What follows belongs to an exercise in optimizing a design on an open flow for small area, a short achievable clock period and few clock cycles per item; a production flow would make more cautious choices.
At most, simulation tests tie the RTL to the original design; equivalence was not proved.

==> run a: inputs <==
// mips_core
module mips_core
#(
    parameter logic [31:0] RESET_PC   = 32'h0000_0000,
    parameter int          DMEM_WORDS = 64
) (
    input  logic        clk,
    input  logic        reset,
    output logic [31:0] imem_addr,
    input  logic [31:0] imem_data,
    output logic        wb_en,
    output logic [4:0]  wb_addr,
    output logic [31:0] wb_data
);
clock: 8.0 ns
lec_check: 0
cap_margin: 20
core_margin: 2
core_utilization: 35
cts_cluster_diameter: 60
cts_cluster_size: 30
setup_slack_margin: 4.7
slew_margin: 20
run.sh (not shown) runs the stock make flow with config.mk's settings and CLKGATE_MAP_FILE= SYNTH_SCRIPT=/design/flow/synth_recipe.tcl, a recipe that flattens the netlist after the stock synthesis.
==> run b: changes against run a <==
--- a/flow/design.v
+++ b/flow/design.v
@@ -59,44 +59,45 @@
 `timescale 1ns/1ps
 module data_mem
 #(
     parameter int WORDS = 64,
     parameter int AW    = $clog2(WORDS)
 ) (
     input  logic          clk,
     input  logic          reset,
-    input  logic [AW-1:0] addr,
+    input  logic [AW-1:0] rd_addr,
+    output logic [31:0]   rd_data,
     input  logic          wr_en,
-    input  logic [31:0]   wr_data,
-    output logic [31:0]   rd_data
+    input  logic [AW-1:0] wr_addr,
+    input  logic [31:0]   wr_data
 );
     logic [WORDS-1:0][31:0] mem;
     logic [WORDS-1:0]       valid;
-    logic [WORDS-1:0]       hit;
+    logic [WORDS-1:0]       sel;
     logic [WORDS-1:0]       we;
     always_comb begin
         for (int i = 0; i < WORDS; i++) begin
-            hit[i] = (addr == AW'(i));
-            we[i]  = wr_en && hit[i];
+            sel[i] = valid[i] && (rd_addr == AW'(i));
+            we[i]  = wr_en && (wr_addr == AW'(i));
         end
     end
     always_ff @(posedge clk) begin
         for (int i = 0; i < WORDS; i++) begin
             if (we[i]) mem[i] <= wr_data;
         end
     end
     always_ff @(posedge clk) begin
         if (reset) valid <= '0;
         else       valid <= valid | we;
     end
     always_comb begin
         rd_data = '0;
         for (int i = 0; i < WORDS; i++) begin
-            rd_data = rd_data | ({32{hit[i] && valid[i]}} & mem[i]);
+            rd_data = rd_data | ({32{sel[i]}} & mem[i]);
         end
     end
 endmodule
 `timescale 1ns/1ps
 import mips_pkg::*;
 module mips_core
 #(
     parameter logic [31:0] RESET_PC   = 32'h0000_0000,
@@ -117,32 +118,37 @@
     logic [31:2] f_btarget;
     logic        f_is_j, f_beq, f_pt;
     logic [PW-1:0] f_idx;
     logic [(1<<PW)-1:0] bp;
     logic        stall;
     logic        e_redirect;
     logic [31:2] e_alt;
     assign imem_addr = {pc, 2'b00};
-    assign pc4       = pc + 30'd1;
     assign f_is_j    = (imem_data[31:26] == OP_J);
     assign f_beq     = (imem_data[31:26] == OP_BEQ);
     assign f_idx     = pc[PW+1:2];
     assign f_pt      = f_beq && (imem_data[25:21] == imem_data[20:16] || bp[f_idx]);
-    logic [16:0] bt_lo;
     logic [31:18] hi_p1, hi_m1;
-    assign bt_lo  = {1'b0, pc4[17:2]} + {1'b0, imem_data[15:0]};
-    assign hi_p1  = pc4[31:18] + 14'd1;
-    assign hi_m1  = pc4[31:18] - 14'd1;
-    logic s_p1, s_m1, s_0;
-    assign s_p1 = !imem_data[15] &&  bt_lo[16];
-    assign s_m1 =  imem_data[15] && !bt_lo[16];
-    assign s_0  = !(s_p1 || s_m1);
-    assign f_btarget[17:2]  = bt_lo[15:0];
-    assign f_btarget[31:18] = ({14{s_p1}} & hi_p1) | ({14{s_m1}} & hi_m1) | ({14{s_0}} & pc4[31:18]);
+    always_comb begin
+        for (int i = 2; i < 32; i++)
+            pc4[i] = pc[i] ^ (&(pc[31:2] | ~((30'd1 << (i - 2)) - 30'd1)));
+        for (int i = 18; i < 32; i++) begin
+            hi_p1[i] = pc[i] ^ (&(pc[31:18] | ~((14'd1 << (i - 18)) - 14'd1)));
+            hi_m1[i] = pc[i] ^ (&(~pc[31:18] | ~((14'd1 << (i - 18)) - 14'd1)));
+        end
+    end
+    logic [17:0] bt_lo;
+    logic        s_p1, s_m1, s_0;
+    assign bt_lo = {1'b0, pc[17:2], 1'b1} + {1'b0, imem_data[15:0], 1'b1};
+    assign s_p1  = !imem_data[15] &&  bt_lo[17];
+    assign s_m1  =  imem_data[15] && !bt_lo[17];
+    assign s_0   = !(s_p1 || s_m1);
+    assign f_btarget[17:2]  = bt_lo[16:1];
+    assign f_btarget[31:18] = ({14{s_p1}} & hi_p1) | ({14{s_m1}} & hi_m1) | ({14{s_0}} & pc[31:18]);
     logic [31:2] seq_pc, f_tgt, pc_next;
     logic        f_take;
     assign seq_pc  = stall ? pc : pc4;
     assign f_take  = !stall && (f_is_j || f_pt);
     assign f_tgt   = f_is_j ? {pc4[31:28], imem_data[25:0]} : f_btarget;
     assign pc_next = e_redirect ? e_alt : (f_take ? f_tgt : seq_pc);
     always_ff @(posedge clk) begin
         if (reset) pc <= RESET_PC[31:2];
@@ -181,140 +187,146 @@
     assign d_addi   = (d_op == OP_ADDI);
     assign d_lw     = (d_op == OP_LW);
     assign d_sw     = (d_op == OP_SW);
     assign d_beq    = (d_op == OP_BEQ);
     assign d_write  = d_rtype_ok || d_addi || d_lw;
     assign d_dest   = d_rtype_ok ? d_rd : d_rt;
     assign d_use_rs = d_rtype_ok || d_addi || d_lw || d_sw || d_beq;
     assign d_use_rt = d_rtype_ok || d_sw || d_beq;
-    logic        e_lw, e_live, m_live;
+    logic        e_kill, e_lw, e_live, m_live;
     logic [4:0]  e_dest, m_dest;
+    logic        e_lw_ok, e_live_ok;
+    assign e_lw_ok   = e_lw && !e_kill;
+    assign e_live_ok = e_live && !e_kill;
     logic [4:0]  wi_addr;
     logic [31:0] wi_data;
-    logic        w_live;
-    assign w_live = (wi_addr != 5'd0);
-    assign stall = d_valid && e_lw && e_live &&
+    assign stall = d_valid && e_lw_ok && e_live &&
                    ((d_use_rs && e_dest == d_rs) || (d_use_rt && e_dest == d_rt));
     reg_file u_rf (
         .clk     (clk),
         .reset   (reset),
         .rs_addr (d_rs),
         .rt_addr (d_rt),
-        .wr_en   (w_live),
+        .wr_en   (wi_addr != 5'd0),
         .wr_addr (wi_addr),
         .wr_data (wi_data),
         .rs_data (rf_rs),
         .rt_data (rf_rt)
     );
     assign d_a = (wi_addr == d_rs) ? wi_data : rf_rs;
     assign d_b = (wi_addr == d_rt) ? wi_data : rf_rt;
     logic        e_write, e_sw, e_beq;
     logic        e_add, e_sub, e_and, e_or, e_slt;
     logic        e_sa_m, e_sa_w, e_sa_r;
     logic        e_sb_mp, e_sb_mn, e_sb_wp, e_sb_wn, e_sb_r;
-    logic        e_st_m, e_st_w, e_st_r;
-    logic [31:0] e_a, e_b, e_bx;
+    logic [31:0] e_a, e_bx;
+    logic [7:0]  e_imm8;
     logic        e_pt;
     logic [PW-1:0] e_idx;
     logic        d_sub, d_imm_src, d_fm_s, d_fm_t, d_fw_s, d_fw_t;
     logic [31:0] d_imm;
     assign d_sub     = d_rtype_ok && (d_fn == FN_SUB);
-    assign d_imm_src = !d_rtype;
+    assign d_imm_src = d_addi || d_lw;
     assign d_imm     = {{16{d_ir[15]}}, d_ir[15:0]};
-    assign d_fm_s    = e_live && !e_lw && (e_dest == d_rs);
-    assign d_fm_t    = e_live && !e_lw && (e_dest == d_rt);
+    assign d_fm_s    = e_live_ok && !e_lw && (e_dest == d_rs);
+    assign d_fm_t    = e_live_ok && !e_lw && (e_dest == d_rt);
     assign d_fw_s    = m_live && (m_dest == d_rs);
     assign d_fw_t    = m_live && (m_dest == d_rt);
     always_ff @(posedge clk) begin
-        if (reset || e_redirect || !d_valid || stall) begin
+        if (reset || !d_valid || stall) begin
             e_write <= 1'b0;
             e_live  <= 1'b0;
             e_lw    <= 1'b0;
             e_sw    <= 1'b0;
             e_beq   <= 1'b0;
         end else begin
             e_write <= d_write;
             e_live  <= d_write && (d_dest != 5'd0);
             e_lw    <= d_lw;
             e_sw    <= d_sw;
             e_beq   <= d_beq;
         end
     end
     always_ff @(posedge clk) begin
+        e_kill  <= e_redirect;
         e_add   <= !(d_rtype_ok && (d_fn == FN_SUB || d_fn == FN_AND ||
                                     d_fn == FN_OR  || d_fn == FN_SLT));
         e_sub   <= d_sub;
         e_and   <= d_rtype_ok && (d_fn == FN_AND);
         e_or    <= d_rtype_ok && (d_fn == FN_OR);
         e_slt   <= d_rtype_ok && (d_fn == FN_SLT);
         e_sa_m  <= d_fm_s;
         e_sa_w  <= !d_fm_s && d_fw_s;
         e_sa_r  <= !d_fm_s && !d_fw_s;
         e_sb_mp <= !d_imm_src && d_fm_t && !d_sub;
         e_sb_mn <= !d_imm_src && d_fm_t && d_sub;
         e_sb_wp <= !d_imm_src && !d_fm_t && d_fw_t && !d_sub;
         e_sb_wn <= !d_imm_src && !d_fm_t && d_fw_t && d_sub;
         e_sb_r  <= d_imm_src || (!d_fm_t && !d_fw_t);
-        e_st_m  <= d_fm_t;
-        e_st_w  <= !d_fm_t && d_fw_t;
-        e_st_r  <= !d_fm_t && !d_fw_t;
         e_dest  <= d_dest;
         e_a     <= d_a;
-        e_b     <= d_b;
         e_bx    <= (d_imm_src ? d_imm : d_b) ^ {32{d_sub}};
+        e_imm8  <= d_ir[7:0];
         e_alt   <= d_alt;
         e_pt    <= d_pt;
         e_idx   <= d_idx;
     end
     logic [31:0] m_res;
-    logic [31:0] a, rt_v, bx, sum, alu;
+    logic [31:0] a, bx, sum, alu;
+    logic [7:0]  maddr;
     logic        slt, e_eq;
-    assign a    = ({32{e_sa_m}} & m_res) | ({32{e_sa_w}} & wi_data) | ({32{e_sa_r}} & e_a);
-    assign rt_v = ({32{e_st_m}} & m_res) | ({32{e_st_w}} & wi_data) | ({32{e_st_r}} & e_b);
-    assign bx   = ({32{e_sb_mp}} & m_res)   | ({32{e_sb_mn}} & ~m_res) |
-                  ({32{e_sb_wp}} & wi_data) | ({32{e_sb_wn}} & ~wi_data) |
-                  ({32{e_sb_r}}  & e_bx);
-    assign sum  = a + bx + {31'd0, e_sub};
-    assign slt  = $signed(a) < $signed(rt_v);
+    assign a  = ({32{e_sa_m}} & m_res) | ({32{e_sa_w}} & wi_data) | ({32{e_sa_r}} & e_a);
+    assign bx = ({32{e_sb_mp}} & m_res)   | ({32{e_sb_mn}} & ~m_res) |
+                ({32{e_sb_wp}} & wi_data) | ({32{e_sb_wn}} & ~wi_data) |
+                ({32{e_sb_r}}  & e_bx);
+    logic [32:0] sum1;
+    assign sum1  = {a, 1'b1} + {bx, e_sub};    
+    assign sum   = sum1[32:1];
+    assign slt   = $signed(a) < $signed(bx);
+    assign maddr = a[7:0] + e_imm8;
     assign alu  = ({32{e_add | e_sub}} & sum) | ({32{e_and}} & (a & bx)) |
                   ({32{e_or}} & (a | bx)) | {31'd0, e_slt & slt};
-    assign e_eq       = (a == rt_v);
-    assign e_redirect = e_beq && (e_eq != e_pt);
-    always_ff @(posedge clk) begin
-        if (reset)      bp <= '0;
-        else if (e_beq) bp[e_idx] <= e_eq;
-    end
-    logic        m_write, m_lw, m_sw;
-    logic [31:0] m_sd;
+    assign e_eq       = (a == bx);
+    assign e_redirect = e_beq && !e_kill && (e_eq != e_pt);
+    logic        m_write, m_lw, m_bpw, m_bpv;
+    logic [DAW-1:0] m_addr;
+    logic [PW-1:0]  m_bpi;
     always_ff @(posedge clk) begin
         if (reset) begin
             m_write <= 1'b0;
             m_live  <= 1'b0;
-            m_sw    <= 1'b0;
+            m_bpw   <= 1'b0;
         end else begin
-            m_write <= e_write;
-            m_live  <= e_live;
-            m_sw    <= e_sw;
+            m_write <= e_write && !e_kill;
+            m_live  <= e_live_ok;
+            m_bpw   <= e_beq && !e_kill;
         end
     end
     always_ff @(posedge clk) begin
         m_lw   <= e_lw;
         m_dest <= e_dest;
         m_res  <= alu;
-        m_sd   <= rt_v;
+        m_addr <= maddr[DAW+1:2];
+        m_bpi  <= e_idx;
+        m_bpv  <= e_eq;
+    end
+    always_ff @(posedge clk) begin
+        if (reset)      bp <= '0;
+        else if (m_bpw) bp[m_bpi] <= m_bpv;
     end
     logic [31:0] ld;
     data_mem #(.WORDS(DMEM_WORDS)) u_dmem (
         .clk     (clk),
         .reset   (reset),
-        .addr    (m_res[DAW+1:2]),
-        .wr_en   (m_sw),
-        .wr_data (m_sd),
-        .rd_data (ld)
+        .rd_addr (m_addr),
+        .rd_data (ld),
+        .wr_en   (e_sw && !e_kill),
+        .wr_addr (maddr[DAW+1:2]),
+        .wr_data (bx)
     );
     logic [31:0] m_val;
     assign m_val = m_lw ? ld : m_res;
     always_ff @(posedge clk) begin
         if (reset) wb_en <= 1'b0;
         else       wb_en <= m_write;
     end
     always_ff @(posedge clk) begin
==> run notes <==
Synthesized cell count: run a is lower than run b (about 1.4%). Of run a and run b, run b has the higher synthesized area (gap about 0.35%, measured against run b). Run a completed without violations. Run b failed in global routing (5_1_grt).
==> figures <==
| quantity | run b | run a |
|---|---|---|
| Share of cell area taken by muxes after synthesis | 0.666% | 0.710% |
| Placed cell areas | 149000 um^2 | 149000 um^2 |
| Initial standard-cell utilization of the core | 35.2% | 35.1% |
| Status | did not finish | no timing/DRC/antenna violations |
| Failing step | global routing (5_1_grt) | - |
| Die Height | 636 um | 635 um |
| Count of H-tree levels built during CTS | 4 | 5 |
| Area fraction of the dominant cell type after synthesis | 66.8% | 67.1% |
| Post-synth design cell area | 140000 um^2 | 139000 um^2 |
| Number of buffers inserted during clock tree synthesis | 193 | 276 |
| Number of instances in the synthesized netlist | 9310 | 9177 |
| Die width | 636 um | 635 um |
| Number of cells after detailed placement | 14400 | 14200 |
| Number of distinct library cell variants in the gate-level netlist after synthesis | 101 | 89 |
| Synthesized-area fraction occupied by ao, oa, aoi and oai cells | 14.7% | 14.3% |
Testbench counts of run a, summed over its fixed seeds: cycles 60,055, instrs 57,031.
For run b, only the layout was checked, not whether the RTL still works.

* * *

==> 12-23: inputs <==
mips_core, a different RTL version from the one above (not shown whole).
## mips_core
module mips_core
#(
    parameter logic [31:0] RESET_PC   = 32'h0000_0000,
    parameter int          DMEM_WORDS = 64
) (
    input  logic        clk,
    input  logic        reset,
    output logic [31:0] imem_addr,
    input  logic [31:0] imem_data,
    output logic        wb_en,
    output logic [4:0]  wb_addr,
    output logic [31:0] wb_data
);
    localparam int DAW = $clog2(DMEM_WORDS);
    localparam int PW = 5;           
    logic [31:2] pc;
    logic [31:2] pc4;
    logic [31:2] f_btarget;
    logic        f_is_j, f_beq, f_pt;
    logic [PW-1:0] f_idx;
    logic [(1<<PW)-1:0] bp;
    logic        e_redirect;
    logic [31:2] e_alt;
    assign imem_addr = {pc, 2'b00};
    assign pc4       = pc + 30'd1;
    assign f_is_j    = (imem_data[31:26] == OP_J);
    assign f_beq     = (imem_data[31:26] == OP_BEQ);
    assign f_idx     = pc[PW+1:2];
    assign f_pt      = f_beq && (imem_data[25:21] == imem_data[20:16] || bp[f_idx]);
    assign f_btarget = pc4 + {{14{imem_data[15]}}, imem_data[15:0]};
    always_ff @(posedge clk) begin
        if (reset)           pc <= RESET_PC[31:2];
        else if (e_redirect) pc <= e_alt;
  ...
==> module mips_core, before the edit <==
module mips_core
#(
    parameter logic [31:0] RESET_PC   = 32'h0000_0000,
    parameter int          DMEM_WORDS = 64
) (
    input  logic        clk,
    input  logic        reset,
    output logic [31:0] imem_addr,
    input  logic [31:0] imem_data,
    output logic        wb_en,
    output logic [4:0]  wb_addr,
    output logic [31:0] wb_data
);
    localparam int DAW = $clog2(DMEM_WORDS);
    localparam int PW = 5;           
    logic [31:2] pc;
    logic [31:2] pc4;
    logic [31:2] f_btarget;
    logic        f_is_j, f_beq, f_pt;
    logic [PW-1:0] f_idx;
    logic [(1<<PW)-1:0] bp;
    logic        e_redirect;
    logic [31:2] e_alt;
    assign imem_addr = {pc, 2'b00};
    assign pc4       = pc + 30'd1;
    assign f_is_j    = (imem_data[31:26] == OP_J);
    assign f_beq     = (imem_data[31:26] == OP_BEQ);
    assign f_idx     = pc[PW+1:2];
    assign f_pt      = f_beq && (imem_data[25:21] == imem_data[20:16] || bp[f_idx]);
    assign f_btarget = pc4 + {{14{imem_data[15]}}, imem_data[15:0]};
    always_ff @(posedge clk) begin
        if (reset)           pc <= RESET_PC[31:2];
        else if (e_redirect) pc <= e_alt;
        else if (f_is_j)     pc <= {pc4[31:28], imem_data[25:0]};
        else if (f_pt)       pc <= f_btarget;
        else                 pc <= pc4;
    end
    logic        d_valid, d_pt;
    logic [31:0] d_ir;
    logic [31:2] d_alt;
    logic [PW-1:0] d_idx;
    always_ff @(posedge clk) begin
        d_valid <= !reset && !e_redirect;
        d_ir    <= imem_data;
        d_alt   <= f_pt ? pc4 : f_btarget;
        d_pt    <= f_pt;
        d_idx   <= f_idx;
    end
    logic [5:0]  d_op, d_fn;
    logic [4:0]  d_rs, d_rt, d_rd, d_dest;
    logic        d_rtype_ok, d_addi, d_lw, d_sw, d_beq, d_write;
    logic [31:0] rf_rs, rf_rt, d_a, d_b;
    assign d_op = d_ir[31:26];
    assign d_fn = d_ir[5:0];
    assign d_rs = d_ir[25:21];
    assign d_rt = d_ir[20:16];
    assign d_rd = d_ir[15:11];
    assign d_rtype_ok = (d_op == OP_RTYPE) &&
                        (d_fn == FN_ADD || d_fn == FN_SUB || d_fn == FN_AND ||
                         d_fn == FN_OR  || d_fn == FN_SLT);
    assign d_addi  = (d_op == OP_ADDI);
    assign d_lw    = (d_op == OP_LW);
    assign d_sw    = (d_op == OP_SW);
    assign d_beq   = (d_op == OP_BEQ);
    assign d_write = d_rtype_ok || d_addi || d_lw;
    assign d_dest  = d_rtype_ok ? d_rd : d_rt;
    logic        w_live;         
    reg_file u_rf (
        .clk     (clk),
        .reset   (reset),
        .rs_addr (d_rs),
        .rt_addr (d_rt),
        .wr_en   (w_live),
        .wr_addr (wb_addr),
        .wr_data (wb_data),
        .rs_data (rf_rs),
        .rt_data (rf_rt)
    );
    assign d_a = (w_live && wb_addr == d_rs) ? wb_data : rf_rs;
    assign d_b = (w_live && wb_addr == d_rt) ? wb_data : rf_rt;
    logic        e_valid, e_write, e_lw, e_sw, e_beq, e_live;
    logic        e_sub, e_and, e_or, e_slt, e_imm_src;
    logic        e_fwd_a, e_fwd_b;
    logic [4:0]  e_dest;
    logic [31:0] e_a, e_b, e_imm;
    logic        e_pt;
    logic [PW-1:0] e_idx;
    always_ff @(posedge clk) begin
        if (reset || e_redirect || !d_valid) begin
            e_write <= 1'b0;
            e_live  <= 1'b0;
            e_sw    <= 1'b0;
            e_beq   <= 1'b0;
        end else begin
            e_write <= d_write;
            e_live  <= d_write && (d_dest != 5'd0);
            e_sw    <= d_sw;
            e_beq   <= d_beq;
        end
    end
    always_ff @(posedge clk) begin
        e_lw      <= d_lw;
        e_sub     <= d_rtype_ok && (d_fn == FN_SUB);
        e_and     <= d_rtype_ok && (d_fn == FN_AND);
        e_or      <= d_rtype_ok && (d_fn == FN_OR);
        e_slt     <= d_rtype_ok && (d_fn == FN_SLT);
        e_imm_src <= !(d_op == OP_RTYPE);
        e_fwd_a   <= e_live && (e_dest == d_rs);
        e_fwd_b   <= e_live && (e_dest == d_rt);
        e_dest    <= d_dest;
        e_a       <= d_a;
        e_b       <= d_b;
        e_imm     <= {{16{d_ir[15]}}, d_ir[15:0]};
        e_alt     <= d_alt;
        e_pt      <= d_pt;
        e_idx     <= d_idx;
    end
    logic [31:0] a, rt_v, b, sum, diff, alu, ld, res;
    logic        slt;
    logic [7:0]  maddr;
    assign a    = e_fwd_a ? wb_data : e_a;
    assign rt_v = e_fwd_b ? wb_data : e_b;
    assign b    = e_imm_src ? e_imm : rt_v;
    assign sum  = a + b;
    assign diff = a - b;
    assign slt  = (a[31] != b[31]) ? a[31] : diff[31];
    always_comb begin
        if (e_sub)      alu = diff;
        else if (e_and) alu = a & b;
        else if (e_or)  alu = a | b;
        else if (e_slt) alu = {31'd0, slt};
        else            alu = sum;
    end
    logic e_eq;
    assign e_eq       = (a == rt_v);
    assign e_redirect = e_beq && (e_eq != e_pt);
    always_ff @(posedge clk) begin
        if (reset) begin
            bp <= '0;
        end else if (e_beq) begin
            bp[e_idx] <= e_eq;
        end
    end
    assign maddr = a[7:0] + e_imm[7:0];
    data_mem #(.WORDS(DMEM_WORDS)) u_dmem (
        .clk     (clk),
        .reset   (reset),
        .addr    (maddr[DAW+1:2]),
        .wr_en   (e_sw),
        .wr_data (rt_v),
        .rd_data (ld)
    );
    assign res = e_lw ? ld : alu;
    always_ff @(posedge clk) begin
        if (reset) begin
            wb_en  <= 1'b0;
            w_live <= 1'b0;
        end else begin
            wb_en  <= e_write;
            w_live <= e_live;
        end
    end
    always_ff @(posedge clk) begin
        wb_addr <= e_dest;
        wb_data <= res;
    end
endmodule
export LEC_CHECK = 0
export CAP_MARGIN = 20
export CORE_MARGIN = 2
export CORE_UTILIZATION = 40
export SETUP_SLACK_MARGIN = 4.6
export SLEW_MARGIN = 20
create_clock -name core_clock -period 8.0 [get_ports {clk}]
==> 05-28 (differences from 12-23) <==
--- a/flow/design.v
+++ b/flow/design.v
@@ -112,37 +112,27 @@
 );
     localparam int DAW = $clog2(DMEM_WORDS);
-    localparam int PW = 5;           
     logic [31:2] pc;
     logic [31:2] pc4;
     logic [31:2] f_btarget;
-    logic        f_is_j, f_beq, f_pt;
-    logic [PW-1:0] f_idx;
-    logic [(1<<PW)-1:0] bp;
-    logic        e_redirect;
-    logic [31:2] e_alt;
+    logic        f_is_j;
+    logic        e_taken;
+    logic [31:2] e_btarget;
     assign imem_addr = {pc, 2'b00};
     assign pc4       = pc + 30'd1;
     assign f_is_j    = (imem_data[31:26] == OP_J);
-    assign f_beq     = (imem_data[31:26] == OP_BEQ);
-    assign f_idx     = pc[PW+1:2];
-    assign f_pt      = f_beq && (imem_data[25:21] == imem_data[20:16] || bp[f_idx]);
     assign f_btarget = pc4 + {{14{imem_data[15]}}, imem_data[15:0]};
     always_ff @(posedge clk) begin
-        if (reset)           pc <= RESET_PC[31:2];
-        else if (e_redirect) pc <= e_alt;
-        else if (f_is_j)     pc <= {pc4[31:28], imem_data[25:0]};
-        else if (f_pt)       pc <= f_btarget;
-        else                 pc <= pc4;
-    end
-    logic        d_valid, d_pt;
+        if (reset)        pc <= RESET_PC[31:2];
+        else if (e_taken) pc <= e_btarget;
+        else if (f_is_j)  pc <= {pc4[31:28], imem_data[25:0]};
+        else              pc <= pc4;
+    end
+    logic        d_valid;
     logic [31:0] d_ir;
-    logic [31:2] d_alt;
-    logic [PW-1:0] d_idx;
-    always_ff @(posedge clk) begin
-        d_valid <= !reset && !e_redirect;
-        d_ir    <= imem_data;
-        d_alt   <= f_pt ? pc4 : f_btarget;
-        d_pt    <= f_pt;
-        d_idx   <= f_idx;
+    logic [31:2] d_btarget;
+    always_ff @(posedge clk) begin
+        d_valid   <= !reset && !e_taken;
+        d_ir      <= imem_data;
+        d_btarget <= f_btarget;
     end
     logic [5:0]  d_op, d_fn;
@@ -183,8 +173,6 @@
     logic [4:0]  e_dest;
     logic [31:0] e_a, e_b, e_imm;
-    logic        e_pt;
-    logic [PW-1:0] e_idx;
-    always_ff @(posedge clk) begin
-        if (reset || e_redirect || !d_valid) begin
+    always_ff @(posedge clk) begin
+        if (reset || e_taken || !d_valid) begin
             e_write <= 1'b0;
             e_live  <= 1'b0;
@@ -211,7 +199,5 @@
         e_b       <= d_b;
         e_imm     <= {{16{d_ir[15]}}, d_ir[15:0]};
-        e_alt     <= d_alt;
-        e_pt      <= d_pt;
-        e_idx     <= d_idx;
+        e_btarget <= d_btarget;
     end
     logic [31:0] a, rt_v, b, sum, diff, alu, ld, res;
@@ -231,14 +217,5 @@
         else            alu = sum;
     end
-    logic e_eq;
-    assign e_eq       = (a == rt_v);
-    assign e_redirect = e_beq && (e_eq != e_pt);
-    always_ff @(posedge clk) begin
-        if (reset) begin
-            bp <= '0;
-        end else if (e_beq) begin
-            bp[e_idx] <= e_eq;
-        end
-    end
+    assign e_taken = e_beq && (a == rt_v);
     assign maddr = a[7:0] + e_imm[7:0];
     data_mem #(.WORDS(DMEM_WORDS)) u_dmem (
Settings changed: SETUP_SLACK_MARGIN 4.6 to default.
==> comparison table <==
metric	05-28	12-23
Width of the die	582.4 um	589.7 um
FF+latch count, synth	3394	3438
Total clock buffers created by CTS	339	355
Place WS	1.110 ns	1.123 ns
Run status	finished clean	did not finish
Stage where the flow stopped	-	global routing (5_1_grt)
Detailed Place HPWL	352900 um	392900 um
Synthesized area per cell	15.43 um^2	14.97 um^2
Post-synthesis share of cell area spent on and, or, nand and nor gates	0.06058	0.06208
Number of distinct library cells after synthesis	90	98
Complex-gate fraction of the synthesized area	0.1465	0.1553
Site Rows	212	215
Clock sinks	3394	3438
Post-Syn Instances	8674	9164
Final weighted congestion of routability-driven global placement	0.9616	1.027
Synth top area share	0.6821	0.6654
Post-CTS Setup Inserts	0	748
Total placed instance area	142500 um^2	147000 um^2
Post-synthesis xor/xnor area fraction	0.01038	0.01342
Register area share after synthesis	0.7351	0.7234
Share of synthesized cell area in full adder, half adder and majority cells	0.01285	0.01280
Post-placement cell count	12960	13629
Testbench counts of 05-28, summed over its fixed seeds: cycles 61,945, instrs 57,031.
Function not checked in 12-23: the RTL went through the layout flow alone.

static timing again, ports no longer ideal:
The results above use ideal ports. As a check the final layouts listed here were re-extracted and re-timed, cells and wires unchanged. Step 1 (the two cells are an assumption about what drives the block):
set clk [get_ports {clk}]
set_driving_cell -lib_cell sky130_fd_sc_hd__clkbuf_16 $clk
set_driving_cell -lib_cell sky130_fd_sc_hd__buf_2 [delete_from_list [all_inputs] $clk]
Step 2 moves the port delays by t, midway between the first and last clock arrival at a register: inputs arrive t later, outputs are due t later. That takes back most of the time a late clock gives input paths. Three values: ideal, step 1, step 2; two values: the first two.
run | t, ns | slack for setup (ns) | hold slack, ns | latest minus earliest clock arrival (ns)
run a | 1.079 | 4.035 / 4.035 / 3.075 | 0.308 / 0.308 / 0.308 | 0.091 / 0.090
05-28 | 1.006 | 0.552 / 0.552 / 0.552 | 0.323 / 0.323 / 0.323 | 0.106 / 0.106
After both steps every run listed still meets setup and hold. For run a, which loses most, drivers alone change the setup slack by 0.000 ns; drivers and shift together by -0.960 ns.
